Context: an optimization exercise on an open-source flow, tuned for small area and a short achievable clock period. The choices shown serve that exercise and are no tape-out recipe.
Power figures rest on the tool's default switching activity, not on a simulated workload.

==> flow/design.v <==
package psum_acc_pkg;
  function automatic integer store_width(input integer t_d_size, input integer f_width);
    store_width = t_d_size + $clog2(f_width - 1);
  endfunction
endpackage
module psum_line_buffer #(
  parameter int DEPTH = 32,
  parameter int WIDTH = 39
) (
  input  logic             clk,
  input  logic             i_shift,
  input  logic [WIDTH-1:0] i_wdata,
  output logic [WIDTH-1:0] o_head
);
  logic [WIDTH-1:0] r_mem [DEPTH];
  always_ff @(posedge clk) begin
    if (i_shift) begin
      r_mem[0] <= i_wdata;
      for (int i = 1; i < DEPTH; i++) r_mem[i] <= r_mem[i-1];
    end
  end
  assign o_head = r_mem[DEPTH-1];
endmodule
module psum_accumulator #(
  parameter int T_D_SIZE = 37,
  parameter int O_D_SIZE = 16,
  parameter int F_WIDTH  = 5,
  parameter int LINE_LEN = 32
) (
  input  logic                       clk,
  input  logic                       rst,
  input  logic                       clk_en,
  input  logic [T_D_SIZE-1:0]        psum_i,
  input  logic                       psum_valid_i,
  output logic                       psum_ready_o,
  input  logic [T_D_SIZE-1:0]        bias_i,
  input  logic [4:0]                 shift_i,
  output logic [O_D_SIZE-1:0]        out_data_o,
  output logic                       out_valid_o,
  input  logic                       out_ready_i,
  output logic [$clog2(F_WIDTH)-1:0] pass_o,
  output logic                       row_done_o
);
  localparam int SW = psum_acc_pkg::store_width(T_D_SIZE, F_WIDTH);
  localparam int FW = SW + 1;
  localparam int PW = $clog2(F_WIDTH);
  localparam int CW = (LINE_LEN > 1) ? $clog2(LINE_LEN) : 1;
  localparam logic [CW-1:0] COL_LAST  = CW'(LINE_LEN - 1);
  localparam logic [PW-1:0] PASS_LAST = PW'(F_WIDTH - 1);
  localparam int FB = 2;                    
  localparam int NF = 1 << FB;              
  localparam int UW = O_D_SIZE + NF - 1;    
  localparam int NG = 4;                    
  logic [CW-1:0]       r_col;
  logic [PW-1:0]       r_pass;
  logic                r_first;    
  logic                r_final;    
  logic [UW-1:0]       r_res_u;     
  logic [FB-1:0]       r_res_fine;  
  logic [NG-1:0]       r_res_fits;  
  logic                r_res_neg;   
  logic                r_out_valid;
  logic                r_blocked;  
  logic                r_row_done;
  logic                w_accept;
  logic                w_col_wrap;
  logic [SW-1:0]       w_head;
  logic [FW-1:0]       w_sum;
  assign psum_ready_o = clk_en & ~(r_blocked & ~out_ready_i);
  assign w_accept     = psum_valid_i & psum_ready_o;
  assign w_col_wrap   = (r_col == COL_LAST);
  psum_line_buffer #(
    .DEPTH (LINE_LEN),
    .WIDTH (SW)
  ) u_line_buffer (
    .clk     (clk),
    .i_shift (w_accept),
    .i_wdata (w_sum[SW-1:0]),
    .o_head  (w_head)
  );
  logic [FW-1:0] w_head_x;
  logic [FW-1:0] w_psum_x;
  logic [FW-1:0] w_bias_x;
  assign w_head_x = {w_head[SW-1], w_head};
  assign w_psum_x = {{(FW-T_D_SIZE){psum_i[T_D_SIZE-1]}}, psum_i};
  assign w_bias_x = {{(FW-T_D_SIZE){bias_i[T_D_SIZE-1]}}, bias_i};
  logic [FW-1:0] w_head_g;
  logic [FW-1:0] w_bias_g;
  assign w_head_g = r_first ? '0 : w_head_x;
  assign w_bias_g = r_final ? w_bias_x : '0;
  logic [FW-1:0] w_cs_s;
  logic [FW-1:0] w_cs_c;
  assign w_cs_s = w_head_g ^ w_psum_x ^ w_bias_g;
  assign w_cs_c = {(w_head_g[FW-2:0] & w_psum_x[FW-2:0]) |
                   (w_head_g[FW-2:0] & w_bias_g[FW-2:0]) |
                   (w_psum_x[FW-2:0] & w_bias_g[FW-2:0]), 1'b0};
  assign w_sum  = w_cs_s + w_cs_c;
  function automatic logic sum_bit(input logic [FW-1:0] v, input integer j);
    sum_bit = (j >= FW) ? v[FW-1] : v[j];
  endfunction
  localparam int NC = 32 / NF;
  logic [NC-1:0] w_co_oh;
  always_comb begin
    for (int k = 0; k < NC; k++) w_co_oh[k] = (shift_i[4:FB] == (5 - FB)'(k));
  end
  logic [UW-1:0] w_u;
  always_comb begin
    for (int i = 0; i < UW; i++) begin
      w_u[i] = 1'b0;
      for (int k = 0; k < NC; k++) w_u[i] = w_u[i] | (w_co_oh[k] & sum_bit(w_sum, i + k * NF));
    end
  end
  logic [FW-2:0] w_top_mask;   
  logic [FW-2:0] w_nb_eq;      
  always_comb begin
    for (int j = 0; j < FW - 1; j++) begin
      w_top_mask[j] = ({27'd0, shift_i} + O_D_SIZE - 1 <= j);
      w_nb_eq[j]    = (w_sum[j] == w_sum[j+1]);
    end
  end
  localparam int NP = FW - O_D_SIZE;        
  localparam int GS = (NP + NG - 1) / NG;   
  logic [FW-2:0] w_pair_ok;
  assign w_pair_ok = w_nb_eq | ~w_top_mask;
  logic [NG-1:0] w_fits_g;
  always_comb begin
    for (int g = 0; g < NG; g++) begin
      w_fits_g[g] = 1'b1;
      for (int j = O_D_SIZE - 1 + g * GS; j < O_D_SIZE - 1 + (g + 1) * GS; j++)
        if (j < FW - 1) w_fits_g[g] = w_fits_g[g] & w_pair_ok[j];
    end
  end
  logic [O_D_SIZE-1:0] w_shl;
  always_comb begin
    for (int i = 0; i < O_D_SIZE; i++) w_shl[i] = r_res_u[i + r_res_fine];
  end
  assign out_data_o = (&r_res_fits) ? w_shl : {r_res_neg, {(O_D_SIZE-1){~r_res_neg}}};
  logic w_final_nx;
  logic w_valid_nx;
  always_comb begin
    w_final_nx = r_final;
    if (w_accept && w_col_wrap) w_final_nx = r_final ? 1'b0 : (r_pass == PASS_LAST - 1'b1);
    w_valid_nx = (w_accept && r_final) ? 1'b1 : (r_out_valid & ~out_ready_i);
  end
  always_ff @(posedge clk or posedge rst) begin
    if (rst) begin
      r_blocked   <= 1'b0;
      r_col       <= '0;
      r_pass      <= '0;
      r_first     <= 1'b1;
      r_final     <= 1'b0;
      r_res_u     <= '0;
      r_res_fine  <= '0;
      r_res_fits  <= '1;
      r_res_neg   <= 1'b0;
      r_out_valid <= 1'b0;
      r_row_done  <= 1'b0;
    end else if (clk_en) begin
      r_blocked  <= w_final_nx & w_valid_nx;
      r_row_done <= 1'b0;
      if (r_out_valid && out_ready_i) begin
        r_out_valid <= 1'b0;
      end
      if (w_accept) begin
        r_col <= w_col_wrap ? '0 : r_col + 1'b1;
        if (r_final) begin
          r_res_u     <= w_u;
          r_res_fine  <= shift_i[FB-1:0];
          r_res_fits  <= w_fits_g;
          r_res_neg   <= w_sum[FW-1];
          r_out_valid <= 1'b1;
        end
        if (w_col_wrap) begin
          if (r_final) begin
            r_pass     <= '0;
            r_first    <= 1'b1;
            r_final    <= 1'b0;
            r_row_done <= 1'b1;
          end else begin
            r_pass     <= r_pass + 1'b1;
            r_first    <= 1'b0;
            r_final    <= (r_pass == PASS_LAST - 1'b1);
          end
        end
      end
    end
  end
  assign out_valid_o = r_out_valid;
  assign pass_o      = r_pass;
  assign row_done_o  = r_row_done;
endmodule
clock: 9.0 ns
lec_check: 0
abc_area: 1
cap_margin: 20
core_margin: 2
core_utilization: 55
setup_slack_margin: 5
slew_margin: 20
buffer_ports_args: -buffer_cell sky130_fd_sc_hd__buf_2
cts_args: -sink_clustering_enable -repair_clock_nets -sink_clustering_size 18 -sink_clustering_max_diameter 70 -buf_list sky130_fd_sc_hd__clkbuf_8 -dont_use_dummy_load
standard.sh (not shown) runs the stock make flow with config.mk's settings and CLKGATE_MAP_FILE= SYNTH_SCRIPT=/design/flow/synth_recipe.tcl, a recipe that flattens the netlist after the stock synthesis.
==> flow/flow/run.sh <==
#!/bin/bash
# Standard ORFS layout with three changes to how it is made:
#  - port buffers use a plain buffer cell (flow/extra.mk) instead of the
#    flow's default pick, a slow delay cell;
#  - the clock tree uses clkbuf_8 sink clusters of up to 18 flip-flops and no
#    dummy loads (flow/extra.mk);
#  - synthesis leaves full and half adders to ABC as plain logic instead of
#    mapping them to the slow sky130 fa/ha cells (ADDER_MAP_FILE empty).
#    Registers are untouched: this only changes the combinational mapping.
set -euo pipefail
cat flow/extra.mk >> config.mk
bash standard.sh ADDER_MAP_FILE= finish > standard.log 2>&1
==> flow/flow/extra.mk <==
export BUFFER_PORTS_ARGS = -buffer_cell sky130_fd_sc_hd__buf_2
export CTS_ARGS = -sink_clustering_enable -repair_clock_nets -sink_clustering_size 18 -sink_clustering_max_diameter 70 -buf_list sky130_fd_sc_hd__clkbuf_8 -dont_use_dummy_load
Edit:
--- a/flow/design.v
+++ b/flow/design.v
@@ -61,5 +61,4 @@
   logic                r_res_neg;   
   logic                r_out_valid;
-  logic                r_blocked;  
   logic                r_row_done;
   logic                w_accept;
@@ -67,5 +66,5 @@
   logic [SW-1:0]       w_head;
   logic [FW-1:0]       w_sum;
-  assign psum_ready_o = clk_en & ~(r_blocked & ~out_ready_i);
+  assign psum_ready_o = clk_en & ~(r_final & r_out_valid & ~out_ready_i);
   assign w_accept     = psum_valid_i & psum_ready_o;
   assign w_col_wrap   = (r_col == COL_LAST);
@@ -136,14 +135,6 @@
   end
   assign out_data_o = (&r_res_fits) ? w_shl : {r_res_neg, {(O_D_SIZE-1){~r_res_neg}}};
-  logic w_final_nx;
-  logic w_valid_nx;
-  always_comb begin
-    w_final_nx = r_final;
-    if (w_accept && w_col_wrap) w_final_nx = r_final ? 1'b0 : (r_pass == PASS_LAST - 1'b1);
-    w_valid_nx = (w_accept && r_final) ? 1'b1 : (r_out_valid & ~out_ready_i);
-  end
   always_ff @(posedge clk or posedge rst) begin
     if (rst) begin
-      r_blocked   <= 1'b0;
       r_col       <= '0;
       r_pass      <= '0;
@@ -157,5 +148,4 @@
       r_row_done  <= 1'b0;
     end else if (clk_en) begin
-      r_blocked  <= w_final_nx & w_valid_nx;
       r_row_done <= 1'b0;
       if (r_out_valid && out_ready_i) begin
The new run went through all stages and came out clean.
Total power is lower by 11%.
Combinational power is lower by 36%.
Maximum frequency is lower by 3.4%.
Die area is lower by 0.99%.
Synthesized cell count is lower by 2.5%.
Worst hold slack gains 0.024 ns.
Cell area is lower by 0.74%.
Non-clock buffer count is higher by 10.
Via count is lower by 2.5%.
Final cell count is lower by 2.9%.
Function was not checked in any run of this note: the RTL went through the layout flow alone.

[what the ideal ports hide]
In the flow no input, the clock included, has a driving cell. The finished layouts below were timed again as built, in two steps.
Step 1, drivers: a clkbuf_16 drives clk and a buf_2 each remaining input, both assumed.
Step 2 times the ports against the registers' clock, not the clock port: input delays grow and output delays shrink by t, the midpoint of the rising clock arrivals with the driver on.
Slacks: no drivers / after step 1 / after step 2; pairs: no drivers / after step 1.
run	t, ns	setup slack, ns	latest minus earliest clock arrival (ns)	pins driven straight from the clock port
the first run	0.729	5.016 / 4.983 / 4.366	0.093 / 0.093	1
the second run	0.734	4.875 / 4.835 / 4.303	0.101 / 0.101	1
After both steps setup and hold are still met in every run listed. The setup slack of the first run, which loses most, moves by -0.033 ns with the drivers and by -0.650 ns with both steps.
